Background: an optimization exercise with open tools, aiming at small area, a short achievable clock period and few clock cycles. Do not read the settings as production practice.
The RTL was checked by simulation tests, not by an equivalence proof against the original design.
Power is estimated from default activity; no workload was simulated.

==> trial 70: inputs <==
## cqt_decoder
module cqt_decoder
#(
    parameter int MAX_CTB_COLS = 64   
) (
    input  logic        clk,
    input  logic        rst_n,
    input  logic        cqt_start,
    input  cqt_pkg::ctb_col_t    ctb_x,
    input  cqt_pkg::ctb_row_t    ctb_y,
    input  cqt_pkg::pix_x_t      pic_width,
    input  cqt_pkg::pix_y_t      pic_height,
    output logic        bin_req,
    output cqt_pkg::ctx_addr_t   ctx_addr,
    input  logic        bin,
    input  logic        bin_vld,
    output logic        cu_valid,
    input  logic        cu_ready,
    output cqt_pkg::pix_x_t      cu_x,
    output cqt_pkg::pix_y_t      cu_y,
    output logic [2:0]  cu_log2_size,
    output logic        busy,
    output logic        ctb_done
);
Settings: LEC_CHECK=0, ABC_AREA=1, CAP_MARGIN=20, CORE_MARGIN=2, CORE_UTILIZATION=50, CTS_BUF_LIST=sky130_fd_sc_hd__clkbuf_16, CTS_CLUSTER_DIAMETER=80, CTS_CLUSTER_SIZE=30, PLACE_DENSITY=0.7, SETUP_SLACK_MARGIN=3.6, SLEW_MARGIN=20; clock period 6.0 ns.
run.sh (not shown) runs the stock make flow with config.mk's settings and CLKGATE_MAP_FILE= SYNTH_SCRIPT=/design/flow/synth_recipe.tcl, a recipe that flattens the netlist after the stock synthesis.
==> build 38 (differences from trial 70) <==
--- a/flow/design.v
+++ b/flow/design.v
@@ -69,18 +69,12 @@
             end
             2'b01: if (yb) sib = {1'b1, px, py | hs};
             2'b10: if (xr) sib = {1'b1, px | hs, py | hs};
             default: ;
         endcase
     endfunction
-    function automatic logic [1:0] inc2(input logic [1:0] a);
-        inc2 = {a[1] ^ a[0], !a[0]};
-    endfunction
-    function automatic logic [1:0] dec2(input logic [1:0] a);
-        dec2 = {a[1] ^ !a[0], !a[0]};
-    endfunction
     function automatic logic [5:0] zidx(input logic [2:0] x, input logic [2:0] y);
         zidx = {y[2], x[2], y[1], x[1], y[0], x[0]};
     endfunction
     logic        busy_q;
     logic        done_q;
     logic        start;
@@ -122,29 +116,23 @@
     always_comb
         for (int i = 0; i < 8; i++) begin
             wm_in[i] = xfull || (3'(i) < pic_width[5:3]);
             hm_in[i] = yfull || (3'(i) < pic_height[5:3]);
         end
     assign cols_in = {1'b0, pic_width[11:6]} + 7'(pic_width[5:3] != 3'd0);
-    logic fresh_q;
-    always_ff @(posedge clk)
-        if (!rst_n)
-            fresh_q <= 1'b1;
-        else if (done_q)
-            fresh_q <= 1'b0;
-    assign lav     = !fresh_q;
-    assign aav     = !fresh_q;
+    assign lav     = (ctb_x != '0);
+    assign aav     = (ctb_y != '0);
     function automatic logic [1:0] nb_ctx(input logic [2:0] x, input logic [2:0] y,
                                           input logic [1:0] d,
                                           input logic [3:0] s1, input logic [15:0] s2,
                                           input logic [6:0] lb, input logic [6:0] ab,
                                           input logic la, input logic aa);
         logic cl, ca;
         logic [2:0] ux, uy;
-        ux = {dec2(x[2:1]), 1'b0};
-        uy = {dec2(y[2:1]), 1'b0};
+        ux = x - 3'd1;
+        uy = y - 3'd1;
         if (x == 3'd0) begin
             case (d)
                 2'd0:    cl = lb[0];
                 2'd1:    cl = y[2] ? lb[2] : lb[1];
                 default: cl = lb[6:3] >> y[2:1];
             endcase
@@ -218,24 +206,16 @@
         sd_q <= nsd;
     end
     logic [1:0] ctx_s;      
     logic [1:0] ctx_s1;     
     logic [1:0] ctx_c;      
     always_comb begin
-        if (!sd_q[1])
-            ctx_s = {sx_q[2] ? s1_q[{sy_q[2], 1'b0}] : (lav && (sy_q[2] ? lb_q[2] : lb_q[1])),
-                     sy_q[2] ? s1_q[{1'b0, sx_q[2]}] : (aav && (sx_q[2] ? ab_q[2] : ab_q[1]))};
-        else
-            ctx_s = nb_ctx(sx_q, sy_q, 2'd2, s1_q, s2_q, lb_q, ab_q, lav, aav);
-        ctx_s1 = ctx_s | {sd_q == 2'd2 && sy_q == fy_q && fx_q[2:1] != 2'd3 && sx_q[2:1] == inc2(fx_q[2:1]),
-                          sd_q == 2'd2 && sx_q == fx_q && fy_q[2:1] != 2'd3 && sy_q[2:1] == inc2(fy_q[2:1])};
-        if (fd_q == 2'd0)
-            ctx_c = {lav && lb_q[1], aav && ab_q[1]};
-        else
-            ctx_c = {fx_q[2] ? s2_q[fy_q[2] ? 9 : 1] : (lav && (fy_q[2] ? lb_q[5] : lb_q[3])),
-                     fy_q[2] ? s2_q[fx_q[2] ? 6 : 2] : (aav && (fx_q[2] ? ab_q[5] : ab_q[3]))};
+        ctx_s  = nb_ctx(sx_q, sy_q, sd_q, s1_q, s2_q, lb_q, ab_q, lav, aav);
+        ctx_s1 = ctx_s | {sd_q == 2'd2 && sy_q == fy_q && {1'b0, sx_q} == ({1'b0, fx_q} + 4'd2),
+                          sd_q == 2'd2 && sx_q == fx_q && {1'b0, sy_q} == ({1'b0, fy_q} + 4'd2)};
+        ctx_c  = nb_ctx(fx_q, fy_q, fd_q + 2'd1, s1_q, s2_q, lb_q, ab_q, lav, aav);
     end
     logic ans;
     logic down;
     assign ans  = wait_q && bin_vld;
     assign down = bin && fd_q != 2'd2;
     always_ff @(posedge clk) begin
@@ -258,13 +238,13 @@
             fx_q <= 3'd0;
             fy_q <= 3'd0;
             fd_q <= d0_in;
             {c1_q, c0_q} <= {c1_in, c0_in};
         end else if (ans) begin
             if (down) begin
-                fd_q <= inc2(fd_q);
+                fd_q <= fd_q + 2'd1;
                 {c1_q, c0_q} <= {&ctx_c, ^ctx_c};
             end else begin
                 fx_q <= sx_q;
                 fy_q <= sy_q;
                 fd_q <= sd_q;
                 if (bin)
@@ -289,37 +269,25 @@
     end
     assign bin_req  = req_q;
     assign ctx_addr = {7'd0, 1'b1, c1_q, c0_q};
     logic       fw_idle;
     logic [1:0] leaf_d;       
     logic [6:0] cs1, cs2, cs3;
-    logic [6:0] n1, n2, n3;
     logic       known;
     logic       at_pend;
     logic       cu_ok;
     logic [1:0] cu_d;
     logic       nv;           
     logic [2:0] nx, ny;
     assign fw_idle = !req_q && !wait_q;
-    logic        sp0;
-    logic [3:0]  sp1;
-    logic [15:0] sp2;
     always_comb begin
-        sp0 = s0_q || !(wm[7] && hm[7]);
-        for (int q = 0; q < 4; q++)
-            sp1[q] = s1_q[q] || !(wm[4 * (q % 2) + 3] && hm[4 * (q / 2) + 3]);
-        for (int b = 0; b < 16; b++)
-            sp2[b] = s2_q[b] || !(wm[4 * ((b / 4) % 2) + 2 * (b % 2) + 1] &&
-                                  hm[4 * (b / 8) + 2 * ((b / 2) % 2) + 1]);
-    end
-    always_comb begin
-        if (!sp0)
+        if (fits(ux_q, uy_q, 2'd0, wm, hm) && !s0_q)
             leaf_d = 2'd0;
-        else if (!sp1[{uy_q[2], ux_q[2]}])
+        else if (fits(ux_q, uy_q, 2'd1, wm, hm) && !s1_q[{uy_q[2], ux_q[2]}])
             leaf_d = 2'd1;
-        else if (!sp2[{uy_q[2], ux_q[2], uy_q[1], ux_q[1]}])
+        else if (fits(ux_q, uy_q, 2'd2, wm, hm) && !s2_q[{uy_q[2], ux_q[2], uy_q[1], ux_q[1]}])
             leaf_d = 2'd2;
         else
             leaf_d = 2'd3;
         at_pend = (ux_q == fx_q) && (uy_q == fy_q);
         known   = fw_idle || !at_pend;
         cu_ok   = !uend_q && (known || (ans && (!bin || fd_q == 2'd2)));
@@ -327,21 +295,20 @@
             cu_d = leaf_d;
         else
             cu_d = bin ? 2'd3 : fd_q;
         cs1 = sib(ux_q, uy_q, 1, wm, hm);
         cs2 = sib(ux_q, uy_q, 2, wm, hm);
         cs3 = sib(ux_q, uy_q, 3, wm, hm);
-        n1 = cs1;
-        n2 = cs2[6] ? cs2 : cs1;
-        n3 = cs3[6] ? cs3 : n2;
-        case (cu_d)
-            2'd0:    {nv, nx, ny} = 7'd0;
-            2'd1:    {nv, nx, ny} = n1;
-            2'd2:    {nv, nx, ny} = n2;
-            default: {nv, nx, ny} = n3;
-        endcase
+        if (cu_d == 2'd3 && cs3[6])
+            {nv, nx, ny} = cs3;
+        else if (cu_d >= 2'd2 && cs2[6])
+            {nv, nx, ny} = cs2;
+        else if (cu_d >= 2'd1 && cs1[6])
+            {nv, nx, ny} = cs1;
+        else
+            {nv, nx, ny} = 7'd0;
     end
     logic take;
     assign take = !ov_q || cu_ready;
     always_ff @(posedge clk) begin
         if (!rst_n) begin
             ov_q <= 1'b0;
@@ -356,25 +323,26 @@
             ux_q   <= 3'd0;
             uy_q   <= 3'd0;
             uend_q <= 1'b0;
         end else if (busy_q && take && cu_ok) begin
             ox_q   <= ux_q;
             oy_q   <= uy_q;
-            osz_q  <= {!(cu_d[1] && cu_d[0]), !(cu_d[1] ^ cu_d[0]), cu_d[0]};   
+            osz_q  <= 3'd6 - {1'b0, cu_d};
             ux_q   <= nx;
             uy_q   <= ny;
             uend_q <= !nv;
         end
     end
     assign cu_valid     = ov_q;
     logic [5:0] cx_q;
     logic [4:0] cy_q;
-    always_ff @(posedge clk) begin
-        cx_q <= ctb_x;
-        cy_q <= ctb_y;
-    end
+    always_ff @(posedge clk)
+        if (start) begin
+            cx_q <= ctb_x;
+            cy_q <= ctb_y;
+        end
     assign cu_x         = {cx_q, ox_q, 3'b000};
     assign cu_y         = {cy_q, oy_q, 3'b000};
     assign cu_log2_size = osz_q;
     always_ff @(posedge clk) begin
         if (!rst_n) begin
             busy_q <= 1'b0;
@@ -388,21 +356,19 @@
         end else begin
             done_q <= busy_q && uend_q && take;
         end
     end
     assign busy     = busy_q;
     assign ctb_done = done_q;
-    logic lastc_q, lastr_q, row0_q;
     always_ff @(posedge clk) begin
-        lastc_q <= (pic_width[5:3] != 3'd0) ? !xfull : (ctb_x + 6'd1 == pic_width[11:6]);
-        lastr_q <= (pic_height[5:3] != 3'd0) ? !yfull : (ctb_y + 5'd1 == pic_height[10:6]);
-        row0_q  <= (ctb_y == '0);
-        wm_q  <= wm_in[7:1];
-        hm_q  <= hm_in[7:1];
-        sel_q <= 6'(cols_in - 7'd2);
-        byp_q <= (cols_in == 7'd1);
+        if (start) begin
+            wm_q  <= wm_in[7:1];
+            hm_q  <= hm_in[7:1];
+            sel_q <= 6'(cols_in - 7'd2);
+            byp_q <= (cols_in == 7'd1);
+        end
     end
     logic       full;
     logic [6:0] bot;       
     logic [4:0] bot_enc;
     logic [6:0] tap_dec;
     assign full = wm[7] && hm[7];
@@ -427,20 +393,13 @@
     always_comb
         for (int m = 0; m < 8; m++)
             ins[m] = (sel_q[5:3] == 3'(7 - m));
     assign tap_dec = dec(shreg[{3'd7, sel_q[2:0]}]);
     always_ff @(posedge clk) begin
         if (done_q) begin
-            lb_q <= lastc_q ? 7'd0 : {s2_q[15], s2_q[13], s2_q[7], s2_q[5], s1_q[3], s1_q[1], s0_q};
-            if ((row0_q && !lastc_q) || (lastc_q && lastr_q))
-                ab_q <= 7'd0;
-            else
-                ab_q <= byp_q ? bot : tap_dec;
-        end
-    end
-    always_ff @(posedge clk) begin
-        if (done_q) begin
             for (int i = 0; i < MAX_CTB_COLS; i++)
                 shreg[i] <= (i % 8 == 0 && (i == 0 || ins[i / 8])) ? bot_enc : shreg[(i + MAX_CTB_COLS - 1) % MAX_CTB_COLS];
+            lb_q <= {s2_q[15], s2_q[13], s2_q[7], s2_q[5], s1_q[3], s1_q[1], s0_q};
+            ab_q <= byp_q ? bot : tap_dec;
         end
     end
 endmodule
CORE_UTILIZATION = 40   (was 50)
PLACE_DENSITY = unset   (was 0.7)
==> trial 79 (differences from trial 70) <==
--- a/flow/design.v
+++ b/flow/design.v
@@ -289,13 +289,12 @@
     end
     assign bin_req  = req_q;
     assign ctx_addr = {7'd0, 1'b1, c1_q, c0_q};
     logic       fw_idle;
     logic [1:0] leaf_d;       
     logic [6:0] cs1, cs2, cs3;
-    logic [6:0] n1, n2, n3;
     logic       known;
     logic       at_pend;
     logic       cu_ok;
     logic [1:0] cu_d;
     logic       nv;           
     logic [2:0] nx, ny;
@@ -327,21 +326,20 @@
             cu_d = leaf_d;
         else
             cu_d = bin ? 2'd3 : fd_q;
         cs1 = sib(ux_q, uy_q, 1, wm, hm);
         cs2 = sib(ux_q, uy_q, 2, wm, hm);
         cs3 = sib(ux_q, uy_q, 3, wm, hm);
-        n1 = cs1;
-        n2 = cs2[6] ? cs2 : cs1;
-        n3 = cs3[6] ? cs3 : n2;
-        case (cu_d)
-            2'd0:    {nv, nx, ny} = 7'd0;
-            2'd1:    {nv, nx, ny} = n1;
-            2'd2:    {nv, nx, ny} = n2;
-            default: {nv, nx, ny} = n3;
-        endcase
+        if (cu_d == 2'd3 && cs3[6])
+            {nv, nx, ny} = cs3;
+        else if (cu_d >= 2'd2 && cs2[6])
+            {nv, nx, ny} = cs2;
+        else if (cu_d >= 2'd1 && cs1[6])
+            {nv, nx, ny} = cs1;
+        else
+            {nv, nx, ny} = 7'd0;
     end
     logic take;
     assign take = !ov_q || cu_ready;
     always_ff @(posedge clk) begin
         if (!rst_n) begin
             ov_q <= 1'b0;
TNS_END_PERCENT = 5   (was unset)
==> summary of the runs <==
- Worst hold slack, highest first: trial 79, build 38, trial 70.
- Between trial 79 and build 38, the lower fmax is in trial 79 (gap about 10%, measured against build 38).
- Sequential power is about the same in trial 79 and build 38.
- In combinational power, trial 79 and trial 70 hardly differ.
- Against build 38, the global-route usage of trial 70 is higher by 3.1 points.
- Synthesized cell count, highest first: build 38, trial 70, trial 79.
- Build 38 completed with no timing, DRC or antenna violations. Trial 79 completed without violations. Trial 70 completed without violations.
- Via count, highest first: build 38, trial 70, trial 79.
- The highest clock skew belongs to trial 70, the lowest to trial 79.
==> figures <==
quantity                                                                           trial 79                 trial 70                 build 38
Outcome                                                             complete, no violations  complete, no violations  complete, no violations
Clkbuf count                                                                             20                       20                       23
Simple-gate area share of the yosys netlist                                          0.1120                   0.1153                   0.1158
Clock group share of total power                                                      0.270                    0.263                    0.300
Antenna violations before repair                                                          1                        0                        0
Combinational logic power                                                            827 uW                   829 uW                   849 uW
Internal Power                                                                     4.294 mW                 4.286 mW                 4.401 mW
Met3 global-route usage                                                             0.02517                  0.02700                  0.02600
Ratio of routed vias to standard cells                                                5.285                    5.319                    5.076
Portion of synthesized cell area occupied by the leading cell type                   0.6336                   0.6294                   0.6762
Sequential Area                                                                  12080 um^2               12070 um^2               12310 um^2
Number of library cell types mapped by synthesis                                         49                       47                       51
Last element of the critical path                                                      busy                  uy_q[1]                  cu_x[6]
Clock latency reported for the late side of the worst-skew pair                     0.55 ns                  0.55 ns                  0.57 ns
Pin count of the biggest net entering global routing                                     84                       84                      166
Hold Slack                                                                        0.4234 ns                0.4033 ns                0.4082 ns
Repair and plain buffers                                                                112                      118                      124
Testbench counts of trial 70, summed over its fixed seeds: cycles 32,788.
Testbench counts of build 38, summed over its fixed seeds: cycles 32,788.
Testbench counts of trial 79, summed over its fixed seeds: cycles 32,788.

## afterwards: timing with drivers on the ports
Ports are ideal in the flow. The routed layouts listed here were re-timed in OpenROAD. Step 1, drivers: a clkbuf_16 drives clk and a buf_2 each remaining input, both assumed. Step 2 times the ports against the registers' clock, not the clock port: input delays grow and output delays shrink by t, the midpoint of the rising clock arrivals with the driver on. Slacks: no drivers / after step 1 / after step 2; pairs: no drivers / after step 1.
run | shift t [ns] | slack for setup (ns) | worst slew at a driven data input, ns | pins driven straight from the clock port
trial 70 | 0.585 | 3.544 / 3.544 / 2.995 | 0.05 | 1
build 38 | 0.609 | 3.623 / 3.572 / 3.032 | 0.07 | 1
trial 79 | 0.583 | 3.358 / 3.310 / 2.900 | 0.05 | 1
After both steps setup and hold are still met in every run listed. The setup slack of build 38, which loses most, moves by -0.051 ns with the drivers and by -0.591 ns with both steps.
